Background: an optimization exercise with open tools, aiming at small area, a short achievable clock period and few clock cycles per item. Do not read the settings as production practice. Only simulation tests tie the RTL to the original design; equivalence was not proved. Power and IR drop assume default switching activity.

wip/tundra:
==> flow/design.v <==
package bhkt_pkg;
    localparam int BUCKETS  = 16;    
    localparam int WAYS     = 4;
    localparam int KEY_W    = 31;
    localparam int BUCKET_W = (BUCKETS > 1) ? $clog2(BUCKETS) : 1;
    localparam int TAG_W    = KEY_W - BUCKET_W;   
    localparam logic [1:0] REQ_INSERT = 2'd0;
    localparam logic [1:0] REQ_DELETE = 2'd1;
    localparam logic [2:0] ST_INSERTED  = 3'd0;
    localparam logic [2:0] ST_DELETED   = 3'd1;
    localparam logic [2:0] ST_FOUND     = 3'd2;
    localparam logic [2:0] ST_NOT_FOUND = 3'd3;
    localparam logic [2:0] ST_FULL      = 3'd4;
endpackage
module bucketed_hash_key_table_core (
    input  logic        aclk,
    input  logic        aresetn,
    input  logic        s_valid,
    output logic        s_ready,
    input  logic [1:0]  s_req_type,
    input  logic [30:0] s_key_value,
    output logic        m_valid,
    input  logic        m_ready,
    output logic [2:0]  m_status
);
    localparam int BUCKETS  = bhkt_pkg::BUCKETS;
    localparam int WAYS     = bhkt_pkg::WAYS;
    localparam int KEY_W    = bhkt_pkg::KEY_W;
    localparam int BUCKET_W = bhkt_pkg::BUCKET_W;
    localparam int TAG_W    = bhkt_pkg::TAG_W;
    localparam logic [1:0] REQ_INSERT   = bhkt_pkg::REQ_INSERT;
    localparam logic [1:0] REQ_DELETE   = bhkt_pkg::REQ_DELETE;
    localparam logic [2:0] ST_INSERTED  = bhkt_pkg::ST_INSERTED;
    localparam logic [2:0] ST_DELETED   = bhkt_pkg::ST_DELETED;
    localparam logic [2:0] ST_FOUND     = bhkt_pkg::ST_FOUND;
    localparam logic [2:0] ST_NOT_FOUND = bhkt_pkg::ST_NOT_FOUND;
    localparam logic [2:0] ST_FULL      = bhkt_pkg::ST_FULL;
    localparam int OUTQ = 5;
    logic [TAG_W-1:0]   tag_q [BUCKETS][WAYS];
    logic [WAYS-1:0]    val_q [BUCKETS];
    logic               s_ready_reg;
    logic               s_accept;
    logic               r_valid, x1_valid, x2_valid;
    logic [1:0]         r_type, x1_type;
    logic [KEY_W-1:0]   r_key, x1_key;
    logic [BUCKETS-1:0] r_oh;            
    localparam int      PAIRS = (TAG_W + 1) / 2;
    logic [PAIRS-1:0]   x1_d [WAYS];     
    logic [WAYS-1:0]    x1_v;            
    logic               x1_same_a;       
    logic               x1_same_b;       
    logic               x1_k_a;          
    logic               x1_k_b;          
    logic [TAG_W-1:0]   x2_tag;
    logic [BUCKETS-1:0] x2_oh;           
    logic [BUCKETS-1:0] x2_ohi;          
    logic               x2_ins;          
    logic [WAYS-1:0]    x2_we;           
    logic [WAYS-1:0]    x2_wi;           
    logic [2:0]         x2_status;
    logic               x3_ins;
    logic [WAYS-1:0]    x3_we;
    logic [WAYS-1:0]    x3_wi;
    assign s_accept = s_valid && s_ready_reg;
    always_ff @(posedge aclk) begin
        r_type  <= s_req_type;
        r_key   <= s_key_value;
        for (int b = 0; b < BUCKETS; b++) r_oh[b] <= (s_key_value[BUCKET_W-1:0] == BUCKET_W'(b));
    end
    always_ff @(posedge aclk) begin
        for (int b = 0; b < BUCKETS; b++) begin
            for (int w = 0; w < WAYS; w++) begin
                if (x2_wi[w] && x2_ohi[b]) tag_q[b][w] <= x2_tag;
            end
        end
    end
    always_ff @(posedge aclk) begin
        for (int b = 0; b < BUCKETS; b++) begin
            for (int w = 0; w < WAYS; w++) begin
                if (!aresetn)                 val_q[b][w] <= 1'b0;
                else if (x2_we[w] && x2_oh[b]) val_q[b][w] <= x2_ins;
            end
        end
    end
    logic [WAYS-1:0]   r_v;
    logic [TAG_W-1:0]  r_row [WAYS];
    logic [TAG_W-1:0]  r_tag;
    assign r_tag = r_key[KEY_W-1:BUCKET_W];
    always_comb begin
        r_v = '0;
        for (int w = 0; w < WAYS; w++) r_row[w] = '0;
        for (int b = 0; b < BUCKETS; b++) begin
            r_v = r_v | (val_q[b] & {WAYS{r_oh[b]}});
            for (int w = 0; w < WAYS; w++) r_row[w] = r_row[w] | (tag_q[b][w] & {TAG_W{r_oh[b]}});
        end
    end
    always_ff @(posedge aclk) begin
        x1_type   <= r_type;
        x1_key    <= r_key;
        x1_v      <= r_v;
        for (int w = 0; w < WAYS; w++) begin
            for (int i = 0; i < PAIRS; i++) begin
                x1_d[w][i] <= (r_row[w][2*i] ^ r_tag[2*i]) |
                              ((2*i+1 < TAG_W) && (r_row[w][(2*i+1) % TAG_W] ^ r_tag[(2*i+1) % TAG_W]));
            end
        end
        x1_same_a <= |(x2_oh & r_oh);
        x1_same_b <= (r_key[BUCKET_W-1:0] == x1_key[BUCKET_W-1:0]);
        x1_k_a    <= (x2_tag == r_tag);
        x1_k_b    <= (x1_key[KEY_W-1:BUCKET_W] == r_tag);
    end
    logic [TAG_W-1:0]  x1_tag;
    logic [WAYS-1:0]   c;            
    logic [WAYS-1:0]   eq, v, match, hit, ins_pos, we;
    logic              is_ins, is_del, full, found;
    logic [2:0]        status;
    assign x1_tag = x1_key[KEY_W-1:BUCKET_W];
    assign is_ins = (x1_type == REQ_INSERT);
    assign is_del = (x1_type == REQ_DELETE);
    always_comb begin
        for (int w = 0; w < WAYS; w++) c[w] = ~|x1_d[w];
        for (int w = 0; w < WAYS; w++) begin
            if (x1_same_b && x2_wi[w])      eq[w] = x1_k_b;
            else if (x1_same_a && x3_wi[w]) eq[w] = x1_k_a;
            else                            eq[w] = c[w];
            if (x1_same_b && x2_we[w])      v[w] = x2_ins;
            else if (x1_same_a && x3_we[w]) v[w] = x3_ins;
            else                            v[w] = x1_v[w];
        end
        match = v & eq;
        full  = &v;
        found = |match;
        for (int w = 0; w < WAYS; w++) begin
            hit[w]     = match[w];
            ins_pos[w] = !v[w];
            for (int j = 0; j < w; j++) begin
                hit[w]     = hit[w] && !match[j];
                ins_pos[w] = ins_pos[w] && v[j];
            end
            we[w] = x1_valid && ((is_ins && ins_pos[w]) || (is_del && hit[w]));
        end
        if (is_ins)      status = full ? ST_FULL : ST_INSERTED;
        else if (is_del) status = found ? ST_DELETED : ST_NOT_FOUND;
        else             status = found ? ST_FOUND : ST_NOT_FOUND;
    end
    always_ff @(posedge aclk) begin
        x2_tag    <= x1_tag;
        x2_ins    <= is_ins;
        for (int b = 0; b < BUCKETS; b++) begin
            x2_oh[b]  <= (x1_key[BUCKET_W-1:0] == BUCKET_W'(b));
            x2_ohi[b] <= (x1_key[BUCKET_W-1:0] == BUCKET_W'(b)) && x1_valid && is_ins;
        end
        for (int w = 0; w < WAYS; w++) begin
            x2_we[w] <= aresetn && we[w];
            x2_wi[w] <= aresetn && we[w] && is_ins;
            x3_we[w] <= aresetn && x2_we[w];
            x3_wi[w] <= aresetn && x2_wi[w];
        end
        x3_ins    <= x2_ins;
        x2_status <= status;
    end
    logic [2:0]           q [OUTQ];
    logic [OUTQ-1:0]      qv, qv_pop, qv_next;
    logic [OUTQ-1:0]      n_out, n_next;
    logic                 m_valid_reg;
    logic                 s_ready_q;
    logic                 pop;
    assign pop     = qv[0] && m_ready;
    assign qv_pop  = pop ? {1'b0, qv[OUTQ-1:1]} : qv;
    assign qv_next = x2_valid ? {qv_pop[OUTQ-2:0], 1'b1} : qv_pop;
    always_comb begin
        n_next = n_out;
        if (s_accept && !pop)      n_next = {n_out[OUTQ-2:0], 1'b1};
        else if (!s_accept && pop) n_next = {1'b0, n_out[OUTQ-1:1]};
    end
    always_ff @(posedge aclk) begin
        if (!aresetn) begin
            s_ready_reg <= 1'b1;
            s_ready_q   <= 1'b1;
            r_valid     <= 1'b0;
            x1_valid    <= 1'b0;
            x2_valid    <= 1'b0;
            qv          <= '0;
            n_out       <= '0;
            m_valid_reg <= 1'b0;
        end else begin
            r_valid     <= s_accept;
            x1_valid    <= r_valid;
            x2_valid    <= x1_valid;
            n_out       <= n_next;
            s_ready_reg <= !n_next[OUTQ-1];
            s_ready_q   <= !((n_out[OUTQ-1] && !(pop && !s_accept)) ||
                             (n_out[OUTQ-2] && s_accept && !pop));
            qv          <= qv_next;
            m_valid_reg <= x2_valid || qv[1] || (qv[0] && !m_ready);
        end
    end
    always_ff @(posedge aclk) begin
        for (int i = 0; i < OUTQ; i++) begin
            if (pop)
                q[i] <= (i < OUTQ-1 && qv[(i+1) % OUTQ]) ? q[(i+1) % OUTQ] : x2_status;
            else
                q[i] <= qv[i] ? q[i] : x2_status;
        end
    end
    logic [2:0] m_status_reg;
    always_ff @(posedge aclk) begin
        if (!pop && qv[0])      m_status_reg <= q[0];
        else if (pop && qv[1])  m_status_reg <= q[1];
        else                    m_status_reg <= x2_status;
    end
    assign s_ready  = s_ready_q;
    assign m_valid  = m_valid_reg;
    assign m_status = m_status_reg;
endmodule
Settings: LEC_CHECK=0, CAP_MARGIN=20, CORE_MARGIN=2, CORE_UTILIZATION=65, CTS_CLUSTER_DIAMETER=150, CTS_CLUSTER_SIZE=24, SETUP_SLACK_MARGIN=3.75, SLEW_MARGIN=20; clock period 6.0 ns.
run.sh (not shown) runs the stock make flow with config.mk's settings and CLKGATE_MAP_FILE= SYNTH_SCRIPT=/design/flow/synth_recipe.tcl, a recipe that flattens the netlist after the stock synthesis.
Testbench counts of wip/tundra, summed over its fixed seeds: cycles 24,032, items 24,000.
Changes in wip/nickel relative to wip/tundra:
-- flow/design.v --
<<< wip/tundra, line 54
    logic [TAG_W-1:0]   x2_tag;
    logic [BUCKETS-1:0] x2_oh;           
    logic [BUCKETS-1:0] x2_ohi;          
    logic               x2_ins;          
    logic [WAYS-1:0]    x2_we;           
>>> wip/nickel, line 54
    logic [TAG_W-1:0]   x2_tag;
    logic [BUCKETS-1:0] x2_oh;           
    logic               x2_ins;          
    logic [WAYS-1:0]    x2_we;           
<<< wip/tundra, line 71
        for (int b = 0; b < BUCKETS; b++) begin
            for (int w = 0; w < WAYS; w++) begin
                if (x2_wi[w] && x2_ohi[b]) tag_q[b][w] <= x2_tag;
            end
        end
>>> wip/nickel, line 70
        for (int b = 0; b < BUCKETS; b++) begin
            for (int w = 0; w < WAYS; w++) begin
                if (x2_wi[w] && x2_oh[b]) tag_q[b][w] <= x2_tag;
            end
        end
<<< wip/tundra, line 147
        x2_tag    <= x1_tag;
        x2_ins    <= is_ins;
        for (int b = 0; b < BUCKETS; b++) begin
            x2_oh[b]  <= (x1_key[BUCKET_W-1:0] == BUCKET_W'(b));
            x2_ohi[b] <= (x1_key[BUCKET_W-1:0] == BUCKET_W'(b)) && x1_valid && is_ins;
        end
        for (int w = 0; w < WAYS; w++) begin
            x2_we[w] <= aresetn && we[w];
>>> wip/nickel, line 146
        x2_tag    <= x1_tag;
        x2_ins    <= is_ins;
        for (int b = 0; b < BUCKETS; b++) x2_oh[b] <= (x1_key[BUCKET_W-1:0] == BUCKET_W'(b));
        for (int w = 0; w < WAYS; w++) begin
            x2_we[w] <= aresetn && we[w];
Findings:
- Between wip/tundra and wip/nickel, worst hold slack decreased.
- On wip/nickel: worst setup skew after layout is 7.6 ps higher than what wip/tundra gave.
- Compared with wip/tundra, wip/nickel shows number of buffers outside the clock class in the layout higher by 19.
- From wip/tundra to wip/nickel the numbers moved as follows: synthesized cell count saw a decrease; biggest cell delay along the critical path saw little to no change; total number of vias saw an increase.
- Of wip/nickel and wip/tundra, wip/nickel shows the lower total power, with wip/tundra above it.
- wip/nickel ended up with a lower worst-margin pin slew than wip/tundra did.
- Changes observed in wip/nickel relative to wip/tundra: fraction of area in registers moved down, number of flops mapped to enable cells by yosys stayed essentially flat, signed area change from the synthesized netlist to the final layout saw an increase, core occupancy in the finished layout increased 0.66 points.
- The uppermost signal routing layer after detailed routing comes out met5 in one run and met4 in the other, namely in wip/tundra and wip/nickel respectively.
- The final reports for wip/nickel and wip/tundra show multi-input logic area lower in the former.
- wip/tundra -> wip/nickel: sequential cell area fraction in the yosys report flat
Testbench counts of wip/nickel, summed over its fixed seeds: cycles 24,032, items 24,000.

[static timing again, ports no longer ideal]
How much do the figures lean on ideal ports? The routed layouts below were timed once more, with nothing changed but the port constraints.
Step 1 assumes that a clkbuf_16 drives the clock port and a buf_2 every other input.
Step 2, shift: input delay + t, output delay - t, t = (earliest + latest rising clock arrival at the registers) / 2. This alone moves slack from input paths to output paths.
Slacks: ideal ports / drivers / drivers and shift; pairs: ideal ports / drivers.
run	t, ns	setup WS [ns]	worst setup path after step 2	pins driven straight from the clock port
wip/tundra	0.798	3.634 / 3.558 / 3.144	input to register	1
wip/nickel	0.795	3.633 / 3.555 / 3.089	input to register	1
After both steps setup and hold are still met in every run listed. The setup slack of wip/nickel, which loses most, moves by -0.078 ns with the drivers and by -0.544 ns with both steps.
